This design comes from an exercise in tuning for small area, a short achievable clock period and few clock cycles on the open sky130 flow, not from production work. Function was not checked in any run shown here: the RTL went through the layout flow alone. Power and IR drop assume default switching activity.

## flow/design.v (module list and top-level ports; edited modules follow where they fit)
// module dot_lane_sum: 1184 lines
// module ping_ram_dot_engine: 160 lines
module ping_ram_dot_engine
#(
  parameter int unsigned ACC_W = 40,
  parameter int unsigned LEN_W = 16
) (
  input  logic                         clk,
  input  logic                         reset,
  input  logic [31:0]                  input_addr,
  input  logic [31:0]                  weight_addr,
  input  logic [31:0]                  output_addr,
  input  logic [31:0]                  data_type,
  output logic [31:0]                  finish_signal,
  output logic [26:0]                  avm_address,
  output logic                         avm_read,
  output logic                         avm_write,
  output logic [31:0]                  avm_writedata,
  output logic [3:0]                   avm_byteenable,
  output logic                         avm_burstcount,
  input  logic [31:0]                  avm_readdata,
  input  logic                         avm_readdatavalid,
  input  logic                         avm_waitrequest
);
  // ...
==> flow/flow/run.sh <==
#!/bin/bash
set -euo pipefail
bash standard.sh SETUP_SLACK_MARGIN=8.5 finish > make.log 2>&1
==> flow/standard.sh <==
#!/bin/bash
# synth_recipe.tcl (not shown) runs the flow's synth.tcl, then flattens the netlist and writes it again
# the make line also repeats each setting of config.mk as NAME=value (left out here)
make -C /OpenROAD-flow-scripts/flow DESIGN_CONFIG=/design/flow/config.mk WORK_HOME=/design/flow/orfs CLKGATE_MAP_FILE= SYNTH_SCRIPT=/design/flow/synth_recipe.tcl "${@:-finish}"
==> flow/config.mk <==
export PLATFORM = sky130hd
export DESIGN_NAME = ping_ram_dot_engine
export DESIGN_NICKNAME = ping_ram_dot_engine
export VERILOG_FILES = /design/flow/design.v
export SDC_FILE = /design/flow/constraint.sdc
export NUM_CORES = 4
export LEC_CHECK = 0
export ABC_AREA = 1
export CAP_MARGIN = 20
export CORE_MARGIN = 2
export CORE_UTILIZATION = 65
export PLACE_DENSITY = 0.75
export SLEW_MARGIN = 20
export TNS_END_PERCENT = 0
==> flow/constraint.sdc <==
create_clock -name core_clock -period 12.0 [get_ports {clk}]
set_input_delay 2.4000 -clock core_clock [delete_from_list [all_inputs] [get_ports {clk}]]
set_output_delay 2.4000 -clock core_clock [all_outputs]
set_load 0.01 [all_outputs]
==> flow_metrics.env, run 1 <==
export IMPL_status="timing/DRC/antenna clean"
export IMPL_cts_sinks=266
export IMPL_muxShareOfSynthArea_pct=0
export IMPL_synthTopCellsByArea="edfxtp_1, fa_1, dfxtp_1"
export IMPL_via_count=20258
export IMPL_die_w_um=186
export IMPL_reg2reg_from="mac_a_q"
export IMPL_signal_buffer_area_fraction_pct=11.5
export IMPL_seq_cell_count=266
export IMPL_min_to="len_q[3]"
export IMPL_dieHeight_um=186
export IMPL_n_tap_cell=442
export IMPL_setup_viol=0
export IMPL_synth_top_family_by_area="simple AND/OR/NAND/NOR gates"
export IMPL_synthArstFlopShare_pct=0
export IMPL_largestRegisters="acc_c_q x40, acc_s_q x40"
export IMPL_min_path_type="reg2reg"
export IMPL_power_internal_mw=2.45
export IMPL_multi_input_area_share_pct=47.4
export IMPL_seq_share_pct=26.7
export IMPL_clk_power_mw=0.968
export IMPL_netlist_cell_type_count=46
export IMPL_cp_slowest_stage_delay_ps=530
export IMPL_top_layer="met5"
export IMPL_rsz0062_at_grt="true"
export IMPL_min_from="len_q[3]"
export IMPL_hpwl_um=51900
export IMPL_total_power_mw=4.24
export IMPL_end_kind="flop"
export IMPL_rows=66
export IMPL_peakVddDrop_mv=0.186
export IMPL_synthCells=2731
export IMPL_synth_common_cells="nand2_1, inv_1, nor2_1"
export IMPL_hold_violations=0
export IMPL_worst_setup_path_type="reg2reg"
==> module ping_ram_dot_engine, before the edit <==
module ping_ram_dot_engine
#(
  parameter int unsigned ACC_W = 40,
  parameter int unsigned LEN_W = 16
) (
  input  logic                         clk,
  input  logic                         reset,
  input  logic [31:0]                  input_addr,
  input  logic [31:0]                  weight_addr,
  input  logic [31:0]                  output_addr,
  input  logic [31:0]                  data_type,
  output logic [31:0]                  finish_signal,
  output logic [26:0]                  avm_address,
  output logic                         avm_read,
  output logic                         avm_write,
  output logic [31:0]                  avm_writedata,
  output logic [3:0]                   avm_byteenable,
  output logic                         avm_burstcount,
  input  logic [31:0]                  avm_readdata,
  input  logic                         avm_readdatavalid,
  input  logic                         avm_waitrequest
);
  localparam logic [2:0] RD_MAX = 3'd4;
  logic               go_q;
  logic               busy_q, done_q, err_q;
  logic [LEN_W-1:0]   len_q;
  logic               fmt16_q;
  logic               fmt8_q;        
  logic               rd_q, wr_q;
  logic [24:0]        cur_q;         
  logic [24:0]        oth_q;         
  logic [24:0]        out_q;         
  logic [LEN_W-1:0]   rem_q;         
  logic               rph_q;         
  logic [2:0]         ocnt_q;        
  logic               dph_q;         
  logic [31:0]        in_q;          
  logic [31:0]        w_q;           
  logic               mac_a_q, mac_b_q;
  logic [39:0]        acc_s_q, acc_c_q;  
  logic               go, start_bad;
  logic               rd_acc, wr_acc, last_rd, more_rd, rd_room, wr_set;
  logic [2:0]         ocnt_d;
  logic [39:0]        mac_s, mac_c, acc_sum;
  logic [31:0]        result;
  assign go        = data_type[31] & ~go_q;
  assign start_bad = data_type[25] | (|input_addr[1:0]) | (|weight_addr[1:0]) |
                     (|output_addr[1:0]);
  assign rd_acc  = rd_q & ~avm_waitrequest;
  assign wr_acc  = wr_q & ~avm_waitrequest;
  assign last_rd = rph_q & (rem_q == LEN_W'(1));
  assign more_rd = (rem_q != '0) & ~(rd_acc & last_rd);
  assign ocnt_d  = ocnt_q + {2'b0, rd_acc} - {2'b0, avm_readdatavalid};
  assign rd_room = avm_readdatavalid ? (~rd_acc | (ocnt_q < RD_MAX)) :
                                       (rd_acc ? (ocnt_q < RD_MAX - 3'd1) : (ocnt_q < RD_MAX));
  assign wr_set  = busy_q & ~rd_q & ~wr_q & (rem_q == '0) & (ocnt_q == '0) & ~mac_a_q &
                   ~mac_b_q;
  always_ff @(posedge clk) begin
    if (reset) begin
      go_q    <= 1'b0;
      busy_q  <= 1'b0;
      done_q  <= 1'b0;
      err_q   <= 1'b0;
      len_q   <= '0;
      rd_q    <= 1'b0;
      wr_q    <= 1'b0;
      ocnt_q  <= '0;
      dph_q   <= 1'b0;
      mac_a_q <= 1'b0;
      mac_b_q <= 1'b0;
    end else begin
      go_q    <= data_type[31];
      ocnt_q  <= ocnt_d;
      mac_a_q <= avm_readdatavalid & dph_q;
      mac_b_q <= mac_a_q;
      if (avm_readdatavalid) dph_q <= ~dph_q;
      if (go) begin
        busy_q <= ~start_bad;
        done_q <= start_bad;
        err_q  <= start_bad;
        len_q  <= start_bad ? '0 : data_type[LEN_W-1:0];
        rd_q   <= ~start_bad & (data_type[LEN_W-1:0] != '0);
        wr_q   <= 1'b0;
      end else begin
        if (rd_q & avm_waitrequest) rd_q <= 1'b1;
        else                        rd_q <= busy_q & more_rd & rd_room;
        if (wr_set) wr_q <= 1'b1;
        else if (wr_acc) begin
          wr_q   <= 1'b0;
          busy_q <= 1'b0;
          done_q <= 1'b1;
        end
      end
    end
  end
  always_ff @(posedge clk) begin
    if (~busy_q) begin
      fmt16_q <= data_type[24];
      fmt8_q  <= ~data_type[24];
      cur_q   <= input_addr[26:2];
      oth_q   <= weight_addr[26:2];
      out_q   <= output_addr[26:2];
      rem_q   <= data_type[LEN_W-1:0];
      rph_q   <= 1'b0;
    end else if (rd_acc) begin
      cur_q <= oth_q;
      oth_q <= cur_q + 25'd1;
      rph_q <= ~rph_q;
      if (rph_q) rem_q <= rem_q - LEN_W'(1);
    end else if (wr_set) begin
      cur_q <= out_q;
    end
  end
  always_ff @(posedge clk) begin
    if (avm_readdatavalid & ~dph_q) begin
      in_q <= avm_readdata;
    end else if (avm_readdatavalid & dph_q) begin
      in_q[15:0] <= avm_readdata[31:16];
    end else if (wr_set) begin
      in_q <= result;
    end
    if (avm_readdatavalid & dph_q) w_q <= {in_q[15:0], avm_readdata[15:0]};
    else if (mac_a_q)              w_q <= in_q;
  end
  dot_lane_sum u_lane_sum (
    .en_i    (mac_a_q | mac_b_q),
    .fmt16_i (fmt16_q),
    .fmt8_i  (fmt8_q),
    .x_i     (w_q[31:16]),
    .y_i     (w_q[15:0]),
    .s_i     (acc_s_q),
    .c_i     (acc_c_q),
    .s_o     (mac_s),
    .c_o     (mac_c)
  );
  always_ff @(posedge clk) begin
    if (reset | wr_set) begin
      acc_s_q <= '0;
      acc_c_q <= '0;
    end else begin
      acc_s_q <= mac_s;
      acc_c_q <= mac_c;
    end
  end
  assign acc_sum = acc_s_q + acc_c_q;
  assign result  = fmt8_q ? acc_sum[39:8] : acc_sum[31:0];
  assign avm_address    = {cur_q, 2'b00};
  assign avm_read       = rd_q;
  assign avm_write      = wr_q;
  assign avm_writedata  = in_q;
  assign avm_byteenable = 4'hF;
  assign avm_burstcount = 1'b1;
  always_comb begin
    finish_signal                                 = '0;
    finish_signal[ping_ram_dot_pkg::DONE_B]       = done_q;
    finish_signal[ping_ram_dot_pkg::BUSY_B]       = busy_q;
    finish_signal[ping_ram_dot_pkg::ERR_B]        = err_q;
    finish_signal[LEN_W-1:0]                      = len_q;
  end
endmodule
==> run 2: changes to the inputs <==
--- a/flow/design.v
+++ b/flow/design.v
@@ -3,32 +3,30 @@
   localparam logic [1:0] FMT_I16X2 = 2'd1;
   localparam int unsigned DONE_B = 31;
   localparam int unsigned BUSY_B = 30;
   localparam int unsigned ERR_B  = 29;
   localparam int unsigned WORD_BYTES = 4;
 endpackage
 module dot_lane_sum
 (
-  input  logic          en_i,
   input  logic          fmt16_i,
   input  logic          fmt8_i,        
   input  logic [15:0]   x_i,
-  input  logic [15:0]   y_i,
+  input  logic [7:0]    one_i,
+  input  logic [7:0]    two_i,
+  input  logic [7:0]    neg_i,
   input  logic [39:0]   s_i,
   input  logic [39:0]   c_i,
   output logic [39:0]   s_o,
   output logic [39:0]   c_o
 );
   logic [15:0] op_lo, op_hi;    
   assign op_lo = fmt8_i ? {x_i[7:0], 8'd0} : x_i;
   assign op_hi = fmt16_i ? x_i : {{8{x_i[15]}}, x_i[15:8]};
-  logic one0;
-  logic two0;
-  logic neg0;
   logic r0_0;
   logic r0_1;
   logic r0_2;
   logic r0_3;
   logic r0_4;
   logic r0_5;
   logic r0_6;
   logic r0_7;
@@ -36,19 +34,16 @@
   logic r0_9;
   logic r0_10;
   logic r0_11;
   logic r0_12;
   logic r0_13;
   logic r0_14;
   logic r0_15;
   logic r0_16;
-  logic one1;
-  logic two1;
-  logic neg1;
   logic r1_0;
   logic r1_1;
   logic r1_2;
   logic r1_3;
   logic r1_4;
   logic r1_5;
   logic r1_6;
   logic r1_7;
@@ -56,19 +51,16 @@
   logic r1_9;
   logic r1_10;
   logic r1_11;
   logic r1_12;
   logic r1_13;
   logic r1_14;
   logic r1_15;
   logic r1_16;
-  logic one2;
-  logic two2;
-  logic neg2;
   logic r2_0;
   logic r2_1;
   logic r2_2;
   logic r2_3;
   logic r2_4;
   logic r2_5;
   logic r2_6;
   logic r2_7;
@@ -76,19 +68,16 @@
   logic r2_9;
   logic r2_10;
   logic r2_11;
   logic r2_12;
   logic r2_13;
   logic r2_14;
   logic r2_15;
   logic r2_16;
-  logic one3;
-  logic two3;
-  logic neg3;
   logic r3_0;
   logic r3_1;
   logic r3_2;
   logic r3_3;
   logic r3_4;
   logic r3_5;
   logic r3_6;
   logic r3_7;
@@ -96,19 +85,16 @@
   logic r3_9;
   logic r3_10;
   logic r3_11;
   logic r3_12;
   logic r3_13;
   logic r3_14;
   logic r3_15;
   logic r3_16;
-  logic one4;
-  logic two4;
-  logic neg4;
   logic r4_0;
   logic r4_1;
   logic r4_2;
   logic r4_3;
   logic r4_4;
   logic r4_5;
   logic r4_6;
   logic r4_7;
@@ -116,19 +102,16 @@
   logic r4_9;
   logic r4_10;
   logic r4_11;
   logic r4_12;
   logic r4_13;
   logic r4_14;
   logic r4_15;
   logic r4_16;
-  logic one5;
-  logic two5;
-  logic neg5;
   logic r5_0;
   logic r5_1;
   logic r5_2;
   logic r5_3;
   logic r5_4;
   logic r5_5;
   logic r5_6;
   logic r5_7;
@@ -136,19 +119,16 @@
   logic r5_9;
   logic r5_10;
   logic r5_11;
   logic r5_12;
   logic r5_13;
   logic r5_14;
   logic r5_15;
   logic r5_16;
-  logic one6;
-  logic two6;
-  logic neg6;
   logic r6_0;
   logic r6_1;
   logic r6_2;
   logic r6_3;
   logic r6_4;
   logic r6_5;
   logic r6_6;
   logic r6_7;
@@ -156,19 +136,16 @@
   logic r6_9;
   logic r6_10;
   logic r6_11;
   logic r6_12;
   logic r6_13;
   logic r6_14;
   logic r6_15;
   logic r6_16;
-  logic one7;
-  logic two7;
-  logic neg7;
   logic r7_0;
   logic r7_1;
   logic r7_2;
   logic r7_3;
   logic r7_4;
   logic r7_5;
   logic r7_6;
   logic r7_7;
@@ -560,182 +537,158 @@
   logic fs188;
   logic fc188;
   logic fs189;
   logic fc189;
   logic fs190;
   logic fc190;
   logic fs191;
   logic fc191;
-  assign one0 = en_i & (y_i[0] ^ 1'b0);
-  assign two0 = en_i & ((y_i[1] & ~y_i[0] & ~1'b0) | (~y_i[1] & y_i[0] & 1'b0));
-  assign neg0 = en_i & y_i[1];
-  assign r0_0 = ((one0 & op_lo[0]) | (two0 & 1'b0)) ^ neg0;
-  assign r0_1 = ((one0 & op_lo[1]) | (two0 & op_lo[0])) ^ neg0;
-  assign r0_2 = ((one0 & op_lo[2]) | (two0 & op_lo[1])) ^ neg0;
-  assign r0_3 = ((one0 & op_lo[3]) | (two0 & op_lo[2])) ^ neg0;
-  assign r0_4 = ((one0 & op_lo[4]) | (two0 & op_lo[3])) ^ neg0;
-  assign r0_5 = ((one0 & op_lo[5]) | (two0 & op_lo[4])) ^ neg0;
-  assign r0_6 = ((one0 & op_lo[6]) | (two0 & op_lo[5])) ^ neg0;
-  assign r0_7 = ((one0 & op_lo[7]) | (two0 & op_lo[6])) ^ neg0;
-  assign r0_8 = ((one0 & op_lo[8]) | (two0 & op_lo[7])) ^ neg0;
-  assign r0_9 = ((one0 & op_lo[9]) | (two0 & op_lo[8])) ^ neg0;
-  assign r0_10 = ((one0 & op_lo[10]) | (two0 & op_lo[9])) ^ neg0;
-  assign r0_11 = ((one0 & op_lo[11]) | (two0 & op_lo[10])) ^ neg0;
-  assign r0_12 = ((one0 & op_lo[12]) | (two0 & op_lo[11])) ^ neg0;
-  assign r0_13 = ((one0 & op_lo[13]) | (two0 & op_lo[12])) ^ neg0;
-  assign r0_14 = ((one0 & op_lo[14]) | (two0 & op_lo[13])) ^ neg0;
-  assign r0_15 = ((one0 & op_lo[15]) | (two0 & op_lo[14])) ^ neg0;
-  assign r0_16 = ((one0 & op_lo[15]) | (two0 & op_lo[15])) ^ neg0;
-  assign one1 = en_i & (y_i[2] ^ y_i[1]);
-  assign two1 = en_i & ((y_i[3] & ~y_i[2] & ~y_i[1]) | (~y_i[3] & y_i[2] & y_i[1]));
-  assign neg1 = en_i & y_i[3];
-  assign r1_0 = ((one1 & op_lo[0]) | (two1 & 1'b0)) ^ neg1;
-  assign r1_1 = ((one1 & op_lo[1]) | (two1 & op_lo[0])) ^ neg1;
-  assign r1_2 = ((one1 & op_lo[2]) | (two1 & op_lo[1])) ^ neg1;
-  assign r1_3 = ((one1 & op_lo[3]) | (two1 & op_lo[2])) ^ neg1;
-  assign r1_4 = ((one1 & op_lo[4]) | (two1 & op_lo[3])) ^ neg1;
-  assign r1_5 = ((one1 & op_lo[5]) | (two1 & op_lo[4])) ^ neg1;
-  assign r1_6 = ((one1 & op_lo[6]) | (two1 & op_lo[5])) ^ neg1;
-  assign r1_7 = ((one1 & op_lo[7]) | (two1 & op_lo[6])) ^ neg1;
-  assign r1_8 = ((one1 & op_lo[8]) | (two1 & op_lo[7])) ^ neg1;
-  assign r1_9 = ((one1 & op_lo[9]) | (two1 & op_lo[8])) ^ neg1;
-  assign r1_10 = ((one1 & op_lo[10]) | (two1 & op_lo[9])) ^ neg1;
-  assign r1_11 = ((one1 & op_lo[11]) | (two1 & op_lo[10])) ^ neg1;
-  assign r1_12 = ((one1 & op_lo[12]) | (two1 & op_lo[11])) ^ neg1;
-  assign r1_13 = ((one1 & op_lo[13]) | (two1 & op_lo[12])) ^ neg1;
-  assign r1_14 = ((one1 & op_lo[14]) | (two1 & op_lo[13])) ^ neg1;
-  assign r1_15 = ((one1 & op_lo[15]) | (two1 & op_lo[14])) ^ neg1;
-  assign r1_16 = ((one1 & op_lo[15]) | (two1 & op_lo[15])) ^ neg1;
-  assign one2 = en_i & (y_i[4] ^ y_i[3]);
-  assign two2 = en_i & ((y_i[5] & ~y_i[4] & ~y_i[3]) | (~y_i[5] & y_i[4] & y_i[3]));
-  assign neg2 = en_i & y_i[5];
-  assign r2_0 = ((one2 & op_lo[0]) | (two2 & 1'b0)) ^ neg2;
-  assign r2_1 = ((one2 & op_lo[1]) | (two2 & op_lo[0])) ^ neg2;
-  assign r2_2 = ((one2 & op_lo[2]) | (two2 & op_lo[1])) ^ neg2;
-  assign r2_3 = ((one2 & op_lo[3]) | (two2 & op_lo[2])) ^ neg2;
-  assign r2_4 = ((one2 & op_lo[4]) | (two2 & op_lo[3])) ^ neg2;
-  assign r2_5 = ((one2 & op_lo[5]) | (two2 & op_lo[4])) ^ neg2;
-  assign r2_6 = ((one2 & op_lo[6]) | (two2 & op_lo[5])) ^ neg2;
-  assign r2_7 = ((one2 & op_lo[7]) | (two2 & op_lo[6])) ^ neg2;
-  assign r2_8 = ((one2 & op_lo[8]) | (two2 & op_lo[7])) ^ neg2;
-  assign r2_9 = ((one2 & op_lo[9]) | (two2 & op_lo[8])) ^ neg2;
-  assign r2_10 = ((one2 & op_lo[10]) | (two2 & op_lo[9])) ^ neg2;
-  assign r2_11 = ((one2 & op_lo[11]) | (two2 & op_lo[10])) ^ neg2;
-  assign r2_12 = ((one2 & op_lo[12]) | (two2 & op_lo[11])) ^ neg2;
-  assign r2_13 = ((one2 & op_lo[13]) | (two2 & op_lo[12])) ^ neg2;
-  assign r2_14 = ((one2 & op_lo[14]) | (two2 & op_lo[13])) ^ neg2;
-  assign r2_15 = ((one2 & op_lo[15]) | (two2 & op_lo[14])) ^ neg2;
-  assign r2_16 = ((one2 & op_lo[15]) | (two2 & op_lo[15])) ^ neg2;
-  assign one3 = en_i & (y_i[6] ^ y_i[5]);
-  assign two3 = en_i & ((y_i[7] & ~y_i[6] & ~y_i[5]) | (~y_i[7] & y_i[6] & y_i[5]));
-  assign neg3 = en_i & y_i[7];
-  assign r3_0 = ((one3 & op_lo[0]) | (two3 & 1'b0)) ^ neg3;
-  assign r3_1 = ((one3 & op_lo[1]) | (two3 & op_lo[0])) ^ neg3;
-  assign r3_2 = ((one3 & op_lo[2]) | (two3 & op_lo[1])) ^ neg3;
-  assign r3_3 = ((one3 & op_lo[3]) | (two3 & op_lo[2])) ^ neg3;
-  assign r3_4 = ((one3 & op_lo[4]) | (two3 & op_lo[3])) ^ neg3;
-  assign r3_5 = ((one3 & op_lo[5]) | (two3 & op_lo[4])) ^ neg3;
-  assign r3_6 = ((one3 & op_lo[6]) | (two3 & op_lo[5])) ^ neg3;
-  assign r3_7 = ((one3 & op_lo[7]) | (two3 & op_lo[6])) ^ neg3;
-  assign r3_8 = ((one3 & op_lo[8]) | (two3 & op_lo[7])) ^ neg3;
-  assign r3_9 = ((one3 & op_lo[9]) | (two3 & op_lo[8])) ^ neg3;
-  assign r3_10 = ((one3 & op_lo[10]) | (two3 & op_lo[9])) ^ neg3;
-  assign r3_11 = ((one3 & op_lo[11]) | (two3 & op_lo[10])) ^ neg3;
-  assign r3_12 = ((one3 & op_lo[12]) | (two3 & op_lo[11])) ^ neg3;
-  assign r3_13 = ((one3 & op_lo[13]) | (two3 & op_lo[12])) ^ neg3;
-  assign r3_14 = ((one3 & op_lo[14]) | (two3 & op_lo[13])) ^ neg3;
-  assign r3_15 = ((one3 & op_lo[15]) | (two3 & op_lo[14])) ^ neg3;
-  assign r3_16 = ((one3 & op_lo[15]) | (two3 & op_lo[15])) ^ neg3;
-  assign one4 = en_i & (y_i[8] ^ (y_i[7] & fmt16_i));
-  assign two4 = en_i & ((y_i[9] & ~y_i[8] & ~(y_i[7] & fmt16_i)) | (~y_i[9] & y_i[8] & (y_i[7] & fmt16_i)));
-  assign neg4 = en_i & y_i[9];
-  assign r4_0 = ((one4 & op_hi[0]) | (two4 & 1'b0)) ^ neg4;
-  assign r4_1 = ((one4 & op_hi[1]) | (two4 & op_hi[0])) ^ neg4;
-  assign r4_2 = ((one4 & op_hi[2]) | (two4 & op_hi[1])) ^ neg4;
-  assign r4_3 = ((one4 & op_hi[3]) | (two4 & op_hi[2])) ^ neg4;
-  assign r4_4 = ((one4 & op_hi[4]) | (two4 & op_hi[3])) ^ neg4;
-  assign r4_5 = ((one4 & op_hi[5]) | (two4 & op_hi[4])) ^ neg4;
-  assign r4_6 = ((one4 & op_hi[6]) | (two4 & op_hi[5])) ^ neg4;
-  assign r4_7 = ((one4 & op_hi[7]) | (two4 & op_hi[6])) ^ neg4;
-  assign r4_8 = ((one4 & op_hi[8]) | (two4 & op_hi[7])) ^ neg4;
-  assign r4_9 = ((one4 & op_hi[9]) | (two4 & op_hi[8])) ^ neg4;
-  assign r4_10 = ((one4 & op_hi[10]) | (two4 & op_hi[9])) ^ neg4;
-  assign r4_11 = ((one4 & op_hi[11]) | (two4 & op_hi[10])) ^ neg4;
-  assign r4_12 = ((one4 & op_hi[12]) | (two4 & op_hi[11])) ^ neg4;
-  assign r4_13 = ((one4 & op_hi[13]) | (two4 & op_hi[12])) ^ neg4;
-  assign r4_14 = ((one4 & op_hi[14]) | (two4 & op_hi[13])) ^ neg4;
-  assign r4_15 = ((one4 & op_hi[15]) | (two4 & op_hi[14])) ^ neg4;
-  assign r4_16 = ((one4 & op_hi[15]) | (two4 & op_hi[15])) ^ neg4;
-  assign one5 = en_i & (y_i[10] ^ y_i[9]);
-  assign two5 = en_i & ((y_i[11] & ~y_i[10] & ~y_i[9]) | (~y_i[11] & y_i[10] & y_i[9]));
-  assign neg5 = en_i & y_i[11];
-  assign r5_0 = ((one5 & op_hi[0]) | (two5 & 1'b0)) ^ neg5;
-  assign r5_1 = ((one5 & op_hi[1]) | (two5 & op_hi[0])) ^ neg5;
-  assign r5_2 = ((one5 & op_hi[2]) | (two5 & op_hi[1])) ^ neg5;
-  assign r5_3 = ((one5 & op_hi[3]) | (two5 & op_hi[2])) ^ neg5;
-  assign r5_4 = ((one5 & op_hi[4]) | (two5 & op_hi[3])) ^ neg5;
-  assign r5_5 = ((one5 & op_hi[5]) | (two5 & op_hi[4])) ^ neg5;
-  assign r5_6 = ((one5 & op_hi[6]) | (two5 & op_hi[5])) ^ neg5;
-  assign r5_7 = ((one5 & op_hi[7]) | (two5 & op_hi[6])) ^ neg5;
-  assign r5_8 = ((one5 & op_hi[8]) | (two5 & op_hi[7])) ^ neg5;
-  assign r5_9 = ((one5 & op_hi[9]) | (two5 & op_hi[8])) ^ neg5;
-  assign r5_10 = ((one5 & op_hi[10]) | (two5 & op_hi[9])) ^ neg5;
-  assign r5_11 = ((one5 & op_hi[11]) | (two5 & op_hi[10])) ^ neg5;
-  assign r5_12 = ((one5 & op_hi[12]) | (two5 & op_hi[11])) ^ neg5;
-  assign r5_13 = ((one5 & op_hi[13]) | (two5 & op_hi[12])) ^ neg5;
-  assign r5_14 = ((one5 & op_hi[14]) | (two5 & op_hi[13])) ^ neg5;
-  assign r5_15 = ((one5 & op_hi[15]) | (two5 & op_hi[14])) ^ neg5;
-  assign r5_16 = ((one5 & op_hi[15]) | (two5 & op_hi[15])) ^ neg5;
-  assign one6 = en_i & (y_i[12] ^ y_i[11]);
-  assign two6 = en_i & ((y_i[13] & ~y_i[12] & ~y_i[11]) | (~y_i[13] & y_i[12] & y_i[11]));
-  assign neg6 = en_i & y_i[13];
-  assign r6_0 = ((one6 & op_hi[0]) | (two6 & 1'b0)) ^ neg6;
-  assign r6_1 = ((one6 & op_hi[1]) | (two6 & op_hi[0])) ^ neg6;
-  assign r6_2 = ((one6 & op_hi[2]) | (two6 & op_hi[1])) ^ neg6;
-  assign r6_3 = ((one6 & op_hi[3]) | (two6 & op_hi[2])) ^ neg6;
-  assign r6_4 = ((one6 & op_hi[4]) | (two6 & op_hi[3])) ^ neg6;
-  assign r6_5 = ((one6 & op_hi[5]) | (two6 & op_hi[4])) ^ neg6;
-  assign r6_6 = ((one6 & op_hi[6]) | (two6 & op_hi[5])) ^ neg6;
-  assign r6_7 = ((one6 & op_hi[7]) | (two6 & op_hi[6])) ^ neg6;
-  assign r6_8 = ((one6 & op_hi[8]) | (two6 & op_hi[7])) ^ neg6;
-  assign r6_9 = ((one6 & op_hi[9]) | (two6 & op_hi[8])) ^ neg6;
-  assign r6_10 = ((one6 & op_hi[10]) | (two6 & op_hi[9])) ^ neg6;
-  assign r6_11 = ((one6 & op_hi[11]) | (two6 & op_hi[10])) ^ neg6;
-  assign r6_12 = ((one6 & op_hi[12]) | (two6 & op_hi[11])) ^ neg6;
-  assign r6_13 = ((one6 & op_hi[13]) | (two6 & op_hi[12])) ^ neg6;
-  assign r6_14 = ((one6 & op_hi[14]) | (two6 & op_hi[13])) ^ neg6;
-  assign r6_15 = ((one6 & op_hi[15]) | (two6 & op_hi[14])) ^ neg6;
-  assign r6_16 = ((one6 & op_hi[15]) | (two6 & op_hi[15])) ^ neg6;
-  assign one7 = en_i & (y_i[14] ^ y_i[13]);
-  assign two7 = en_i & ((y_i[15] & ~y_i[14] & ~y_i[13]) | (~y_i[15] & y_i[14] & y_i[13]));
-  assign neg7 = en_i & y_i[15];
-  assign r7_0 = ((one7 & op_hi[0]) | (two7 & 1'b0)) ^ neg7;
-  assign r7_1 = ((one7 & op_hi[1]) | (two7 & op_hi[0])) ^ neg7;
-  assign r7_2 = ((one7 & op_hi[2]) | (two7 & op_hi[1])) ^ neg7;
-  assign r7_3 = ((one7 & op_hi[3]) | (two7 & op_hi[2])) ^ neg7;
-  assign r7_4 = ((one7 & op_hi[4]) | (two7 & op_hi[3])) ^ neg7;
-  assign r7_5 = ((one7 & op_hi[5]) | (two7 & op_hi[4])) ^ neg7;
-  assign r7_6 = ((one7 & op_hi[6]) | (two7 & op_hi[5])) ^ neg7;
-  assign r7_7 = ((one7 & op_hi[7]) | (two7 & op_hi[6])) ^ neg7;
-  assign r7_8 = ((one7 & op_hi[8]) | (two7 & op_hi[7])) ^ neg7;
-  assign r7_9 = ((one7 & op_hi[9]) | (two7 & op_hi[8])) ^ neg7;
-  assign r7_10 = ((one7 & op_hi[10]) | (two7 & op_hi[9])) ^ neg7;
-  assign r7_11 = ((one7 & op_hi[11]) | (two7 & op_hi[10])) ^ neg7;
-  assign r7_12 = ((one7 & op_hi[12]) | (two7 & op_hi[11])) ^ neg7;
-  assign r7_13 = ((one7 & op_hi[13]) | (two7 & op_hi[12])) ^ neg7;
-  assign r7_14 = ((one7 & op_hi[14]) | (two7 & op_hi[13])) ^ neg7;
-  assign r7_15 = ((one7 & op_hi[15]) | (two7 & op_hi[14])) ^ neg7;
-  assign r7_16 = ((one7 & op_hi[15]) | (two7 & op_hi[15])) ^ neg7;
-  assign hs0 = neg6 ^ s_i[12];
-  assign hc0 = neg6 & s_i[12];
+  assign r0_0 = ((one_i[0] & op_lo[0]) | (two_i[0] & 1'b0)) ^ neg_i[0];
+  assign r0_1 = ((one_i[0] & op_lo[1]) | (two_i[0] & op_lo[0])) ^ neg_i[0];
+  assign r0_2 = ((one_i[0] & op_lo[2]) | (two_i[0] & op_lo[1])) ^ neg_i[0];
+  assign r0_3 = ((one_i[0] & op_lo[3]) | (two_i[0] & op_lo[2])) ^ neg_i[0];
+  assign r0_4 = ((one_i[0] & op_lo[4]) | (two_i[0] & op_lo[3])) ^ neg_i[0];
+  assign r0_5 = ((one_i[0] & op_lo[5]) | (two_i[0] & op_lo[4])) ^ neg_i[0];
+  assign r0_6 = ((one_i[0] & op_lo[6]) | (two_i[0] & op_lo[5])) ^ neg_i[0];
+  assign r0_7 = ((one_i[0] & op_lo[7]) | (two_i[0] & op_lo[6])) ^ neg_i[0];
+  assign r0_8 = ((one_i[0] & op_lo[8]) | (two_i[0] & op_lo[7])) ^ neg_i[0];
+  assign r0_9 = ((one_i[0] & op_lo[9]) | (two_i[0] & op_lo[8])) ^ neg_i[0];
+  assign r0_10 = ((one_i[0] & op_lo[10]) | (two_i[0] & op_lo[9])) ^ neg_i[0];
+  assign r0_11 = ((one_i[0] & op_lo[11]) | (two_i[0] & op_lo[10])) ^ neg_i[0];
+  assign r0_12 = ((one_i[0] & op_lo[12]) | (two_i[0] & op_lo[11])) ^ neg_i[0];
+  assign r0_13 = ((one_i[0] & op_lo[13]) | (two_i[0] & op_lo[12])) ^ neg_i[0];
+  assign r0_14 = ((one_i[0] & op_lo[14]) | (two_i[0] & op_lo[13])) ^ neg_i[0];
+  assign r0_15 = ((one_i[0] & op_lo[15]) | (two_i[0] & op_lo[14])) ^ neg_i[0];
+  assign r0_16 = ((one_i[0] & op_lo[15]) | (two_i[0] & op_lo[15])) ^ neg_i[0];
+  assign r1_0 = ((one_i[1] & op_lo[0]) | (two_i[1] & 1'b0)) ^ neg_i[1];
+  assign r1_1 = ((one_i[1] & op_lo[1]) | (two_i[1] & op_lo[0])) ^ neg_i[1];
+  assign r1_2 = ((one_i[1] & op_lo[2]) | (two_i[1] & op_lo[1])) ^ neg_i[1];
+  assign r1_3 = ((one_i[1] & op_lo[3]) | (two_i[1] & op_lo[2])) ^ neg_i[1];
+  assign r1_4 = ((one_i[1] & op_lo[4]) | (two_i[1] & op_lo[3])) ^ neg_i[1];
+  assign r1_5 = ((one_i[1] & op_lo[5]) | (two_i[1] & op_lo[4])) ^ neg_i[1];
+  assign r1_6 = ((one_i[1] & op_lo[6]) | (two_i[1] & op_lo[5])) ^ neg_i[1];
+  assign r1_7 = ((one_i[1] & op_lo[7]) | (two_i[1] & op_lo[6])) ^ neg_i[1];
+  assign r1_8 = ((one_i[1] & op_lo[8]) | (two_i[1] & op_lo[7])) ^ neg_i[1];
+  assign r1_9 = ((one_i[1] & op_lo[9]) | (two_i[1] & op_lo[8])) ^ neg_i[1];
+  assign r1_10 = ((one_i[1] & op_lo[10]) | (two_i[1] & op_lo[9])) ^ neg_i[1];
+  assign r1_11 = ((one_i[1] & op_lo[11]) | (two_i[1] & op_lo[10])) ^ neg_i[1];
+  assign r1_12 = ((one_i[1] & op_lo[12]) | (two_i[1] & op_lo[11])) ^ neg_i[1];
+  assign r1_13 = ((one_i[1] & op_lo[13]) | (two_i[1] & op_lo[12])) ^ neg_i[1];
+  assign r1_14 = ((one_i[1] & op_lo[14]) | (two_i[1] & op_lo[13])) ^ neg_i[1];
+  assign r1_15 = ((one_i[1] & op_lo[15]) | (two_i[1] & op_lo[14])) ^ neg_i[1];
+  assign r1_16 = ((one_i[1] & op_lo[15]) | (two_i[1] & op_lo[15])) ^ neg_i[1];
+  assign r2_0 = ((one_i[2] & op_lo[0]) | (two_i[2] & 1'b0)) ^ neg_i[2];
+  assign r2_1 = ((one_i[2] & op_lo[1]) | (two_i[2] & op_lo[0])) ^ neg_i[2];
+  assign r2_2 = ((one_i[2] & op_lo[2]) | (two_i[2] & op_lo[1])) ^ neg_i[2];
+  assign r2_3 = ((one_i[2] & op_lo[3]) | (two_i[2] & op_lo[2])) ^ neg_i[2];
+  assign r2_4 = ((one_i[2] & op_lo[4]) | (two_i[2] & op_lo[3])) ^ neg_i[2];
+  assign r2_5 = ((one_i[2] & op_lo[5]) | (two_i[2] & op_lo[4])) ^ neg_i[2];
+  assign r2_6 = ((one_i[2] & op_lo[6]) | (two_i[2] & op_lo[5])) ^ neg_i[2];
+  assign r2_7 = ((one_i[2] & op_lo[7]) | (two_i[2] & op_lo[6])) ^ neg_i[2];
+  assign r2_8 = ((one_i[2] & op_lo[8]) | (two_i[2] & op_lo[7])) ^ neg_i[2];
+  assign r2_9 = ((one_i[2] & op_lo[9]) | (two_i[2] & op_lo[8])) ^ neg_i[2];
+  assign r2_10 = ((one_i[2] & op_lo[10]) | (two_i[2] & op_lo[9])) ^ neg_i[2];
+  assign r2_11 = ((one_i[2] & op_lo[11]) | (two_i[2] & op_lo[10])) ^ neg_i[2];
+  assign r2_12 = ((one_i[2] & op_lo[12]) | (two_i[2] & op_lo[11])) ^ neg_i[2];
+  assign r2_13 = ((one_i[2] & op_lo[13]) | (two_i[2] & op_lo[12])) ^ neg_i[2];
+  assign r2_14 = ((one_i[2] & op_lo[14]) | (two_i[2] & op_lo[13])) ^ neg_i[2];
+  assign r2_15 = ((one_i[2] & op_lo[15]) | (two_i[2] & op_lo[14])) ^ neg_i[2];
+  assign r2_16 = ((one_i[2] & op_lo[15]) | (two_i[2] & op_lo[15])) ^ neg_i[2];
+  assign r3_0 = ((one_i[3] & op_lo[0]) | (two_i[3] & 1'b0)) ^ neg_i[3];
+  assign r3_1 = ((one_i[3] & op_lo[1]) | (two_i[3] & op_lo[0])) ^ neg_i[3];
+  assign r3_2 = ((one_i[3] & op_lo[2]) | (two_i[3] & op_lo[1])) ^ neg_i[3];
+  assign r3_3 = ((one_i[3] & op_lo[3]) | (two_i[3] & op_lo[2])) ^ neg_i[3];
+  assign r3_4 = ((one_i[3] & op_lo[4]) | (two_i[3] & op_lo[3])) ^ neg_i[3];
+  assign r3_5 = ((one_i[3] & op_lo[5]) | (two_i[3] & op_lo[4])) ^ neg_i[3];
+  assign r3_6 = ((one_i[3] & op_lo[6]) | (two_i[3] & op_lo[5])) ^ neg_i[3];
+  assign r3_7 = ((one_i[3] & op_lo[7]) | (two_i[3] & op_lo[6])) ^ neg_i[3];
+  assign r3_8 = ((one_i[3] & op_lo[8]) | (two_i[3] & op_lo[7])) ^ neg_i[3];
+  assign r3_9 = ((one_i[3] & op_lo[9]) | (two_i[3] & op_lo[8])) ^ neg_i[3];
+  assign r3_10 = ((one_i[3] & op_lo[10]) | (two_i[3] & op_lo[9])) ^ neg_i[3];
+  assign r3_11 = ((one_i[3] & op_lo[11]) | (two_i[3] & op_lo[10])) ^ neg_i[3];
+  assign r3_12 = ((one_i[3] & op_lo[12]) | (two_i[3] & op_lo[11])) ^ neg_i[3];
+  assign r3_13 = ((one_i[3] & op_lo[13]) | (two_i[3] & op_lo[12])) ^ neg_i[3];
+  assign r3_14 = ((one_i[3] & op_lo[14]) | (two_i[3] & op_lo[13])) ^ neg_i[3];
+  assign r3_15 = ((one_i[3] & op_lo[15]) | (two_i[3] & op_lo[14])) ^ neg_i[3];
+  assign r3_16 = ((one_i[3] & op_lo[15]) | (two_i[3] & op_lo[15])) ^ neg_i[3];
+  assign r4_0 = ((one_i[4] & op_hi[0]) | (two_i[4] & 1'b0)) ^ neg_i[4];
+  assign r4_1 = ((one_i[4] & op_hi[1]) | (two_i[4] & op_hi[0])) ^ neg_i[4];
+  assign r4_2 = ((one_i[4] & op_hi[2]) | (two_i[4] & op_hi[1])) ^ neg_i[4];
+  assign r4_3 = ((one_i[4] & op_hi[3]) | (two_i[4] & op_hi[2])) ^ neg_i[4];
+  assign r4_4 = ((one_i[4] & op_hi[4]) | (two_i[4] & op_hi[3])) ^ neg_i[4];
+  assign r4_5 = ((one_i[4] & op_hi[5]) | (two_i[4] & op_hi[4])) ^ neg_i[4];
+  assign r4_6 = ((one_i[4] & op_hi[6]) | (two_i[4] & op_hi[5])) ^ neg_i[4];
+  assign r4_7 = ((one_i[4] & op_hi[7]) | (two_i[4] & op_hi[6])) ^ neg_i[4];
+  assign r4_8 = ((one_i[4] & op_hi[8]) | (two_i[4] & op_hi[7])) ^ neg_i[4];
+  assign r4_9 = ((one_i[4] & op_hi[9]) | (two_i[4] & op_hi[8])) ^ neg_i[4];
+  assign r4_10 = ((one_i[4] & op_hi[10]) | (two_i[4] & op_hi[9])) ^ neg_i[4];
+  assign r4_11 = ((one_i[4] & op_hi[11]) | (two_i[4] & op_hi[10])) ^ neg_i[4];
+  assign r4_12 = ((one_i[4] & op_hi[12]) | (two_i[4] & op_hi[11])) ^ neg_i[4];
+  assign r4_13 = ((one_i[4] & op_hi[13]) | (two_i[4] & op_hi[12])) ^ neg_i[4];
+  assign r4_14 = ((one_i[4] & op_hi[14]) | (two_i[4] & op_hi[13])) ^ neg_i[4];
+  assign r4_15 = ((one_i[4] & op_hi[15]) | (two_i[4] & op_hi[14])) ^ neg_i[4];
+  assign r4_16 = ((one_i[4] & op_hi[15]) | (two_i[4] & op_hi[15])) ^ neg_i[4];
+  assign r5_0 = ((one_i[5] & op_hi[0]) | (two_i[5] & 1'b0)) ^ neg_i[5];
+  assign r5_1 = ((one_i[5] & op_hi[1]) | (two_i[5] & op_hi[0])) ^ neg_i[5];
+  assign r5_2 = ((one_i[5] & op_hi[2]) | (two_i[5] & op_hi[1])) ^ neg_i[5];
+  assign r5_3 = ((one_i[5] & op_hi[3]) | (two_i[5] & op_hi[2])) ^ neg_i[5];
+  assign r5_4 = ((one_i[5] & op_hi[4]) | (two_i[5] & op_hi[3])) ^ neg_i[5];
+  assign r5_5 = ((one_i[5] & op_hi[5]) | (two_i[5] & op_hi[4])) ^ neg_i[5];
+  assign r5_6 = ((one_i[5] & op_hi[6]) | (two_i[5] & op_hi[5])) ^ neg_i[5];
+  assign r5_7 = ((one_i[5] & op_hi[7]) | (two_i[5] & op_hi[6])) ^ neg_i[5];
+  assign r5_8 = ((one_i[5] & op_hi[8]) | (two_i[5] & op_hi[7])) ^ neg_i[5];
+  assign r5_9 = ((one_i[5] & op_hi[9]) | (two_i[5] & op_hi[8])) ^ neg_i[5];
+  assign r5_10 = ((one_i[5] & op_hi[10]) | (two_i[5] & op_hi[9])) ^ neg_i[5];
+  assign r5_11 = ((one_i[5] & op_hi[11]) | (two_i[5] & op_hi[10])) ^ neg_i[5];
+  assign r5_12 = ((one_i[5] & op_hi[12]) | (two_i[5] & op_hi[11])) ^ neg_i[5];
+  assign r5_13 = ((one_i[5] & op_hi[13]) | (two_i[5] & op_hi[12])) ^ neg_i[5];
+  assign r5_14 = ((one_i[5] & op_hi[14]) | (two_i[5] & op_hi[13])) ^ neg_i[5];
+  assign r5_15 = ((one_i[5] & op_hi[15]) | (two_i[5] & op_hi[14])) ^ neg_i[5];
+  assign r5_16 = ((one_i[5] & op_hi[15]) | (two_i[5] & op_hi[15])) ^ neg_i[5];
+  assign r6_0 = ((one_i[6] & op_hi[0]) | (two_i[6] & 1'b0)) ^ neg_i[6];
+  assign r6_1 = ((one_i[6] & op_hi[1]) | (two_i[6] & op_hi[0])) ^ neg_i[6];
+  assign r6_2 = ((one_i[6] & op_hi[2]) | (two_i[6] & op_hi[1])) ^ neg_i[6];
+  assign r6_3 = ((one_i[6] & op_hi[3]) | (two_i[6] & op_hi[2])) ^ neg_i[6];
+  assign r6_4 = ((one_i[6] & op_hi[4]) | (two_i[6] & op_hi[3])) ^ neg_i[6];
+  assign r6_5 = ((one_i[6] & op_hi[5]) | (two_i[6] & op_hi[4])) ^ neg_i[6];
+  assign r6_6 = ((one_i[6] & op_hi[6]) | (two_i[6] & op_hi[5])) ^ neg_i[6];
+  assign r6_7 = ((one_i[6] & op_hi[7]) | (two_i[6] & op_hi[6])) ^ neg_i[6];
+  assign r6_8 = ((one_i[6] & op_hi[8]) | (two_i[6] & op_hi[7])) ^ neg_i[6];
+  assign r6_9 = ((one_i[6] & op_hi[9]) | (two_i[6] & op_hi[8])) ^ neg_i[6];
+  assign r6_10 = ((one_i[6] & op_hi[10]) | (two_i[6] & op_hi[9])) ^ neg_i[6];
+  assign r6_11 = ((one_i[6] & op_hi[11]) | (two_i[6] & op_hi[10])) ^ neg_i[6];
+  assign r6_12 = ((one_i[6] & op_hi[12]) | (two_i[6] & op_hi[11])) ^ neg_i[6];
+  assign r6_13 = ((one_i[6] & op_hi[13]) | (two_i[6] & op_hi[12])) ^ neg_i[6];
+  assign r6_14 = ((one_i[6] & op_hi[14]) | (two_i[6] & op_hi[13])) ^ neg_i[6];
+  assign r6_15 = ((one_i[6] & op_hi[15]) | (two_i[6] & op_hi[14])) ^ neg_i[6];
+  assign r6_16 = ((one_i[6] & op_hi[15]) | (two_i[6] & op_hi[15])) ^ neg_i[6];
+  assign r7_0 = ((one_i[7] & op_hi[0]) | (two_i[7] & 1'b0)) ^ neg_i[7];
+  assign r7_1 = ((one_i[7] & op_hi[1]) | (two_i[7] & op_hi[0])) ^ neg_i[7];
+  assign r7_2 = ((one_i[7] & op_hi[2]) | (two_i[7] & op_hi[1])) ^ neg_i[7];
+  assign r7_3 = ((one_i[7] & op_hi[3]) | (two_i[7] & op_hi[2])) ^ neg_i[7];
+  assign r7_4 = ((one_i[7] & op_hi[4]) | (two_i[7] & op_hi[3])) ^ neg_i[7];
+  assign r7_5 = ((one_i[7] & op_hi[5]) | (two_i[7] & op_hi[4])) ^ neg_i[7];
+  assign r7_6 = ((one_i[7] & op_hi[6]) | (two_i[7] & op_hi[5])) ^ neg_i[7];
+  assign r7_7 = ((one_i[7] & op_hi[7]) | (two_i[7] & op_hi[6])) ^ neg_i[7];
+  assign r7_8 = ((one_i[7] & op_hi[8]) | (two_i[7] & op_hi[7])) ^ neg_i[7];
+  assign r7_9 = ((one_i[7] & op_hi[9]) | (two_i[7] & op_hi[8])) ^ neg_i[7];
+  assign r7_10 = ((one_i[7] & op_hi[10]) | (two_i[7] & op_hi[9])) ^ neg_i[7];
+  assign r7_11 = ((one_i[7] & op_hi[11]) | (two_i[7] & op_hi[10])) ^ neg_i[7];
+  assign r7_12 = ((one_i[7] & op_hi[12]) | (two_i[7] & op_hi[11])) ^ neg_i[7];
+  assign r7_13 = ((one_i[7] & op_hi[13]) | (two_i[7] & op_hi[12])) ^ neg_i[7];
+  assign r7_14 = ((one_i[7] & op_hi[14]) | (two_i[7] & op_hi[13])) ^ neg_i[7];
+  assign r7_15 = ((one_i[7] & op_hi[15]) | (two_i[7] & op_hi[14])) ^ neg_i[7];
+  assign r7_16 = ((one_i[7] & op_hi[15]) | (two_i[7] & op_hi[15])) ^ neg_i[7];
+  assign hs0 = neg_i[6] ^ s_i[12];
+  assign hc0 = neg_i[6] & s_i[12];
   assign hs1 = s_i[13] ^ c_i[13];
   assign hc1 = s_i[13] & c_i[13];
-  assign fs2 = neg7 ^ s_i[14] ^ c_i[14];
-  assign fc2 = (neg7 & s_i[14]) | (neg7 & c_i[14]) | (s_i[14] & c_i[14]);
+  assign fs2 = neg_i[7] ^ s_i[14] ^ c_i[14];
+  assign fc2 = (neg_i[7] & s_i[14]) | (neg_i[7] & c_i[14]) | (s_i[14] & c_i[14]);
   assign hs3 = r0_14 ^ r1_12;
   assign hc3 = r0_14 & r1_12;
   assign fs4 = s_i[15] ^ c_i[15] ^ r0_15;
   assign fc4 = (s_i[15] & c_i[15]) | (s_i[15] & r0_15) | (c_i[15] & r0_15);
   assign hs5 = r1_13 ^ r2_11;
   assign hc5 = r1_13 & r2_11;
   assign fs6 = 1'b1 ^ s_i[16] ^ c_i[16];
   assign fc6 = (1'b1 & s_i[16]) | (1'b1 & c_i[16]) | (s_i[16] & c_i[16]);
@@ -744,30 +697,30 @@
   assign fs8 = 1'b1 ^ s_i[17] ^ c_i[17];
   assign fc8 = (1'b1 & s_i[17]) | (1'b1 & c_i[17]) | (s_i[17] & c_i[17]);
   assign hs9 = r1_15 ^ r2_13;
   assign hc9 = r1_15 & r2_13;
   assign fs10 = s_i[18] ^ c_i[18] ^ ~r1_16;
   assign fc10 = (s_i[18] & c_i[18]) | (s_i[18] & ~r1_16) | (c_i[18] & ~r1_16);
   assign hs11 = 1'b1 ^ s_i[19];
   assign hc11 = 1'b1 & s_i[19];
-  assign hs12 = neg3 ^ s_i[6];
-  assign hc12 = neg3 & s_i[6];
+  assign hs12 = neg_i[3] ^ s_i[6];
+  assign hc12 = neg_i[3] & s_i[6];
   assign hs13 = s_i[7] ^ c_i[7];
   assign hc13 = s_i[7] & c_i[7];
-  assign fs14 = neg4 ^ s_i[8] ^ c_i[8];
-  assign fc14 = (neg4 & s_i[8]) | (neg4 & c_i[8]) | (s_i[8] & c_i[8]);
+  assign fs14 = neg_i[4] ^ s_i[8] ^ c_i[8];
+  assign fc14 = (neg_i[4] & s_i[8]) | (neg_i[4] & c_i[8]) | (s_i[8] & c_i[8]);
   assign hs15 = r0_8 ^ r1_6;
   assign hc15 = r0_8 & r1_6;
   assign fs16 = s_i[9] ^ c_i[9] ^ r0_9;
   assign fc16 = (s_i[9] & c_i[9]) | (s_i[9] & r0_9) | (c_i[9] & r0_9);
   assign hs17 = r1_7 ^ r2_5;
   assign hc17 = r1_7 & r2_5;
-  assign fs18 = neg5 ^ s_i[10] ^ c_i[10];
-  assign fc18 = (neg5 & s_i[10]) | (neg5 & c_i[10]) | (s_i[10] & c_i[10]);
+  assign fs18 = neg_i[5] ^ s_i[10] ^ c_i[10];
+  assign fc18 = (neg_i[5] & s_i[10]) | (neg_i[5] & c_i[10]) | (s_i[10] & c_i[10]);
   assign fs19 = r0_10 ^ r1_8 ^ r2_6;
   assign fc19 = (r0_10 & r1_8) | (r0_10 & r2_6) | (r1_8 & r2_6);
   assign hs20 = r3_4 ^ r4_2;
   assign hc20 = r3_4 & r4_2;
   assign fs21 = s_i[11] ^ c_i[11] ^ r0_11;
   assign fc21 = (s_i[11] & c_i[11]) | (s_i[11] & r0_11) | (c_i[11] & r0_11);
   assign fs22 = r1_9 ^ r2_7 ^ r3_5;
   assign fc22 = (r1_9 & r2_7) | (r1_9 & r3_5) | (r2_7 & r3_5);
@@ -840,22 +793,22 @@
   assign fs56 = 1'b1 ^ s_i[23] ^ c_i[23];
   assign fc56 = (1'b1 & s_i[23]) | (1'b1 & c_i[23]) | (s_i[23] & c_i[23]);
   assign hs57 = r4_15 ^ r5_13;
   assign hc57 = r4_15 & r5_13;
   assign fs58 = s_i[24] ^ c_i[24] ^ ~r4_16;
   assign fc58 = (s_i[24] & c_i[24]) | (s_i[24] & ~r4_16) | (c_i[24] & ~r4_16);
   assign hs59 = 1'b1 ^ s_i[25];
   assign hc59 = 1'b1 & s_i[25];
-  assign hs60 = neg1 ^ s_i[2];
-  assign hc60 = neg1 & s_i[2];
+  assign hs60 = neg_i[1] ^ s_i[2];
+  assign hc60 = neg_i[1] & s_i[2];
   assign hs61 = s_i[3] ^ c_i[3];
   assign hc61 = s_i[3] & c_i[3];
-  assign fs62 = neg2 ^ s_i[4] ^ c_i[4];
-  assign fc62 = (neg2 & s_i[4]) | (neg2 & c_i[4]) | (s_i[4] & c_i[4]);
+  assign fs62 = neg_i[2] ^ s_i[4] ^ c_i[4];
+  assign fc62 = (neg_i[2] & s_i[4]) | (neg_i[2] & c_i[4]) | (s_i[4] & c_i[4]);
   assign hs63 = r0_4 ^ r1_2;
   assign hc63 = r0_4 & r1_2;
   assign fs64 = s_i[5] ^ c_i[5] ^ r0_5;
   assign fc64 = (s_i[5] & c_i[5]) | (s_i[5] & r0_5) | (c_i[5] & r0_5);
   assign hs65 = r1_3 ^ r2_1;
   assign hc65 = r1_3 & r2_1;
   assign fs66 = c_i[6] ^ hs12 ^ r0_6;
   assign fc66 = (c_i[6] & hs12) | (c_i[6] & r0_6) | (hs12 & r0_6);
@@ -944,18 +897,18 @@
   assign fs108 = 1'b1 ^ s_i[27] ^ c_i[27];
   assign fc108 = (1'b1 & s_i[27]) | (1'b1 & c_i[27]) | (s_i[27] & c_i[27]);
   assign hs109 = r6_15 ^ r7_13;
   assign hc109 = r6_15 & r7_13;
   assign fs110 = s_i[28] ^ c_i[28] ^ ~r6_16;
   assign fc110 = (s_i[28] & c_i[28]) | (s_i[28] & ~r6_16) | (c_i[28] & ~r6_16);
   assign hs111 = 1'b1 ^ s_i[29];
   assign hc111 = 1'b1 & s_i[29];
-  assign hs112 = neg0 ^ s_i[0];
-  assign hc112 = neg0 & s_i[0];
+  assign hs112 = neg_i[0] ^ s_i[0];
+  assign hc112 = neg_i[0] & s_i[0];
   assign hs113 = s_i[1] ^ c_i[1];
   assign hc113 = s_i[1] & c_i[1];
   assign fs114 = c_i[2] ^ hs60 ^ r0_2;
   assign fc114 = (c_i[2] & hs60) | (c_i[2] & r0_2) | (hs60 & r0_2);
   assign fs115 = hc60 ^ hs61 ^ r0_3;
   assign fc115 = (hc60 & hs61) | (hc60 & r0_3) | (hs61 & r0_3);
   assign fs116 = hc61 ^ fs62 ^ r2_0;
   assign fc116 = (hc61 & fs62) | (hc61 & r2_0) | (fs62 & r2_0);
@@ -1222,17 +1175,21 @@
   logic [24:0]        cur_q;         
   logic [24:0]        oth_q;         
   logic [24:0]        out_q;         
   logic [LEN_W-1:0]   rem_q;         
   logic               rph_q;         
   logic [2:0]         ocnt_q;        
   logic               dph_q;         
   logic [31:0]        in_q;          
-  logic [31:0]        w_q;           
+  logic [15:0]        x_q;           
+  logic [7:0]         one_q, two_q, neg_q;   
+  logic               dig_ld;
+  logic [15:0]        dig_src;
+  logic [7:0]         one_d, two_d, neg_d;
   logic               mac_a_q, mac_b_q;
   logic [39:0]        acc_s_q, acc_c_q;  
   logic               go, start_bad;
   logic               rd_acc, wr_acc, last_rd, more_rd, rd_room, wr_set;
   logic [2:0]         ocnt_d;
   logic [39:0]        mac_s, mac_c, acc_sum;
   logic [31:0]        result;
   assign go        = data_type[31] & ~go_q;
@@ -1306,25 +1263,46 @@
   always_ff @(posedge clk) begin
     if (avm_readdatavalid & ~dph_q) begin
       in_q <= avm_readdata;
     end else if (avm_readdatavalid & dph_q) begin
       in_q[15:0] <= avm_readdata[31:16];
     end else if (wr_set) begin
       in_q <= result;
     end
-    if (avm_readdatavalid & dph_q) w_q <= {in_q[15:0], avm_readdata[15:0]};
-    else if (mac_a_q)              w_q <= in_q;
+    if (avm_readdatavalid & dph_q) x_q <= in_q[15:0];
+    else if (mac_a_q)              x_q <= in_q[31:16];
+  end
+  assign dig_ld  = ~reset & ((avm_readdatavalid & dph_q) | mac_a_q);
+  assign dig_src = (avm_readdatavalid & dph_q) ? avm_readdata[15:0] : in_q[15:0];
+  always_comb begin
+    for (int k = 0; k < 8; k++) begin
+      logic b2, b1, b0;
+      b2 = dig_src[2*k+1];
+      b1 = dig_src[2*k];
+      if (k == 0)      b0 = 1'b0;
+      else if (k == 4) b0 = dig_src[7] & fmt16_q;
+      else             b0 = dig_src[2*k-1];
+      one_d[k] = dig_ld & (b1 ^ b0);
+      two_d[k] = dig_ld & ((b2 & ~b1 & ~b0) | (~b2 & b1 & b0));
+      neg_d[k] = dig_ld & b2;
+    end
+  end
+  always_ff @(posedge clk) begin
+    one_q <= one_d;
+    two_q <= two_d;
+    neg_q <= neg_d;
   end
   dot_lane_sum u_lane_sum (
-    .en_i    (mac_a_q | mac_b_q),
     .fmt16_i (fmt16_q),
     .fmt8_i  (fmt8_q),
-    .x_i     (w_q[31:16]),
-    .y_i     (w_q[15:0]),
+    .x_i     (x_q),
+    .one_i   (one_q),
+    .two_i   (two_q),
+    .neg_i   (neg_q),
     .s_i     (acc_s_q),
     .c_i     (acc_c_q),
     .s_o     (mac_s),
     .c_o     (mac_c)
   );
   always_ff @(posedge clk) begin
     if (reset | wr_set) begin
       acc_s_q <= '0;
==> flow/flow/run.sh (replaced) <==
#!/bin/bash
set -euo pipefail
bash standard.sh SETUP_SLACK_MARGIN=9 finish > make.log 2>&1
==> flow/config.mk (replaced) <==
export PLATFORM = sky130hd
export DESIGN_NAME = ping_ram_dot_engine
export DESIGN_NICKNAME = ping_ram_dot_engine
export VERILOG_FILES = /design/flow/design.v
export SDC_FILE = /design/flow/constraint.sdc
export NUM_CORES = 4
export LEC_CHECK = 0
export ABC_AREA = 1
export CAP_MARGIN = 20
export CORE_MARGIN = 2
export CORE_UTILIZATION = 40
export PLACE_DENSITY = 0.6
export SLEW_MARGIN = 20
export TNS_END_PERCENT = 0
==> run 2 against run 1 <==
Net effect: area after synthesis down 0.41%; clock skew decreased by 21 ps; routed wire length fell by 5.8%; non-clock buffer count decreased by 39; highest routed layer unchanged; sequential cell count up 8; via count decreased by 7.4%; power increased by 2.2%; hold slack got worse by 3.0 ps; critical path depth fell by 1; first-iteration DRC count shrank 32%.
==> flow_metrics.env, run 2 <==
export IMPL_status="timing/DRC/antenna clean"
export IMPL_syn_cell_area_um2=21300
export IMPL_final_common_cell="nand2_1"
export IMPL_io_pins=262
export IMPL_report_final_slew_viol_count=0
export IMPL_crit_path_max_fanout=5
export IMPL_synth_top_family_by_area="simple AND/OR/NAND/NOR gates"
export IMPL_ys_warn_count=1
export IMPL_synth_xor_area_share_pct=6.94
export IMPL_die_w_um=235
export IMPL_synthAdderAreaFrac_pct=19.1
export IMPL_synthArstFlopShare_pct=0
export IMPL_antenna_found_initial=3
export IMPL_start_kind="flop"
export IMPL_yosys_area_share_simple_pct=20.3
export IMPL_core_um2=52700
export IMPL_final_cell_mix="nand2_1, inv_1, nor2_1"
export IMPL_grt_use_total_pct=25.1
export IMPL_dieArea_um2=55200
export IMPL_ant_nets=0
export IMPL_routabilityCongestion=0.977
export IMPL_end_kind="flop"
export IMPL_placedCellCount=3539
export IMPL_drv_cap=0
export IMPL_p_per_area_nw_per_um2=168
export IMPL_dieHeight_um=235
export IMPL_yosysTopAreaCell="edfxtp_1"
export IMPL_netlist_cell_type_count=47
export IMPL_drt_first_iter_violations=1646
export IMPL_ys_ff_latch=274
export IMPL_worst_skew_pair_late_latency_ps=550
export IMPL_fin_skew_ps=19.6
export IMPL_fmax_ghz=0.248
export IMPL_worstMarginPinSlew_ps=953
export IMPL_cts_sinks=274
export IMPL_critical_path_arrival_ps=4520
export IMPL_synth_common_cells="nand2_1, inv_1, nor2_1"
export IMPL_tritoncts="built"
export IMPL_fin_crit_sh_pct=33.7
export IMPL_drc=0
export IMPL_worst_setup_path_type="reg2reg"
export IMPL_synth_seq_area_share_pct=32.3
export IMPL_gr_total_overflow=0
export IMPL_port_buffers=213
export IMPL_nets=3322
export IMPL_peakVddDrop_mv=0.0870
export IMPL_synthCells=2718
export IMPL_stdcell_count=3640
export IMPL_hold_buffers=0
export IMPL_synth_ff_type="edfxtp_1"
export IMPL_rows=84
export IMPL_drtPass1Iterations=5
export IMPL_area_growth_synth_to_final_pct=20.8
export IMPL_synth_most_common_cell="nand2_1"
export IMPL_synth_edf_count=141
export IMPL_postSynthAreaPerCell_um2=7.85
export IMPL_clk_pin_slew_worst_paths_ps=60
export IMPL_clockRootBuffer="clkbuf_16"
export IMPL_grt_pass1_wl_um=108000
export IMPL_post_drt_wl_per_cell_um=19.1
export IMPL_routed_via_density=5.15
export IMPL_grt_max_degree=83
export IMPL_initial_utilization_pct=40.5
export IMPL_synthTopCellsByArea="edfxtp_1, fa_1, dfxtp_1"
export IMPL_largestRegisters="acc_c_q x40, acc_s_q x40, in_q x32"
export IMPL_slew_headroom_pct=36.3
export IMPL_setup_viol=0
export IMPL_hold_violations=0
export IMPL_setup_tns_ps=0
export IMPL_period_needed_ps=4040
export IMPL_clk_path_buf_depth=3
export IMPL_cp_data_required_time_ps=12480
export IMPL_drive_gt1_share_pct=5.97
export IMPL_via_count=18758
export IMPL_muxShareOfSynthArea_pct=0
export IMPL_rsz0062_at_grt="true"
export IMPL_fillCellCount=5094
export IMPL_hpwl_um=52300
export IMPL_total_power_mw=4.34
export IMPL_numCtsBuffers=34
export IMPL_power_leakage_nw=12.1
export IMPL_h_tree_depth=2
export IMPL_min_path_type="reg2reg"
export IMPL_synth_compound_area_share_pct=9.64
export IMPL_grt_pass1_vias=18805
export IMPL_synth_top_cell_area_share_pct=19.8
export IMPL_wl_um=69600
==> run 2: cell types whose count changed after synthesis, sizes merged, moves of 7 or more <==
| cell | delta |
|---|---|
| a21oi | -37 |
| and2 | +7 |
| dfxtp | +24 |
| edfxtp | -16 |
| inv | -48 |
| nand2 | +24 |
| nand4 | -9 |
| nor2 | +14 |
| o21ai | +18 |
| xnor2 | -19 |
| xor2 | +27 |
==> run 2: worst max-delay path: stages (launching register included) <==
cell	delay [ps]
edfxtp_1	440
buf_12	180
buf_12	150
o21ai_4	150
o22ai_2	100
xor2_1	210
fa_1	550
inv_1	70
fa_1	500
inv_1	60
fa_2	330
fa_1	490
inv_1	50
fa_1	530
inv_1	60
nor2_1	80
==> run 2: repair_timing <==
item,CTS,global route
setup endpoints to repair,398,395
endpoints found under the hold margin,0,0
resized for setup,86,0
setup buffers,33,0
gates cloned,5,0
pin swaps,8,1
==> run 2: layout make-up <==
class / count / area (um2) / area share [%]
Tap cell: 688 / 861 / 3.34
Clock inverter: 19 / 231 / 0.898
Inverter: 511 / 1940 / 7.53
Antenna cell: 2 / 5.00 / 0.0194
Timing Repair Buffer: 259 / 2620 / 10.1
Multi-Input combinational cell: 1845 / 12300 / 47.6
Sequential cell: 274 / 6900 / 26.8
Clock buffer: 42 / 952 / 3.69
==> run 2: report_power, final <==
group | internal [mW] | switching, mW | total (mW)
registers | 1.15 | 0.127 | 1.28
logic | 0.749 | 1.21 | 1.96
clock network | 0.672 | 0.429 | 1.10
==> run 2: cell families (layout without fill, tap and decap cells) <==
family                   count (synthesis)  count (layout)
other                                    2              22
AND/OR/NAND/NOR                       1054            1055
XOR/XNOR                               169             169
AO/OA/AOI/OAI                          368             368
buffers and inverters                  618             831
adder cells (fa/ha/maj)                233             233
flip-flops                             274             274
==> run 2: routing by layer <==
layer | routed length, um | GRT usage, %
met1 | 29000 | 32.6
met2 | 31900 | 40.8
met3 | 5760 | 5.40
met4 | 3020 | 10.0
met5 | 27 | 0
==> run 2: through the flow <==
stage / utilization, % / instance area, um2 / setup slack (ps) / hold slack (ps)
after detailed placement: 45.5 / 24000 / 6290 / 457
final: 49.0 / 25800 / 7960 / 465
after CTS: 49.0 / 25800 / 8030 / 468
after global routing: 49.0 / 25800 / 7850 / 479
after global placement: 45.5 / 24000 / 6310 / 458
after floorplan: - / 21500 / 8100 / 424
==> run 2: final timing paths <==
check             slack, ps          end  startpoint  depth (start not counted)
setup / recovery       7960  acc_c_q[17]      fmt8_q                         15
setup reg to reg       7960  acc_c_q[17]      fmt8_q                         15
hold reg to reg         460     len_q[5]    len_q[5]                          2
hold / removal          460     len_q[5]    len_q[5]                          2

static timing again, ports no longer ideal:
The results above use ideal ports. As a check the final layouts listed here were re-extracted and re-timed, cells and wires unchanged.
Step 1 sets driving cells, clkbuf_16 on the clock port and buf_2 on the other inputs (assumed; they add their load-dependent delay and slew).
Step 2 moves the port delays by t, midway between the first and last clock arrival at a register: inputs arrive t later, outputs are due t later. That takes back most of the time a late clock gives input paths.
Three values: ideal, step 1, step 2; two values: the first two.
run | t (ns) | setup WS [ns] | hold slack, ns | worst register clock-pin slew, ns | worst slew at a driven data input, ns
run 1 | 0.645 | 7.827 / 7.827 / 7.356 | 0.468 / 0.468 / 0.468 | 0.07 / 0.07 | 0.07
run 2 | 0.603 | 7.961 / 7.961 / 7.370 | 0.465 / 0.465 / 0.465 | 0.06 / 0.06 | 0.08
After both steps setup and hold are still met in every run listed. The setup slack of run 2, which loses most, moves by 0.000 ns with the drivers and by -0.591 ns with both steps.
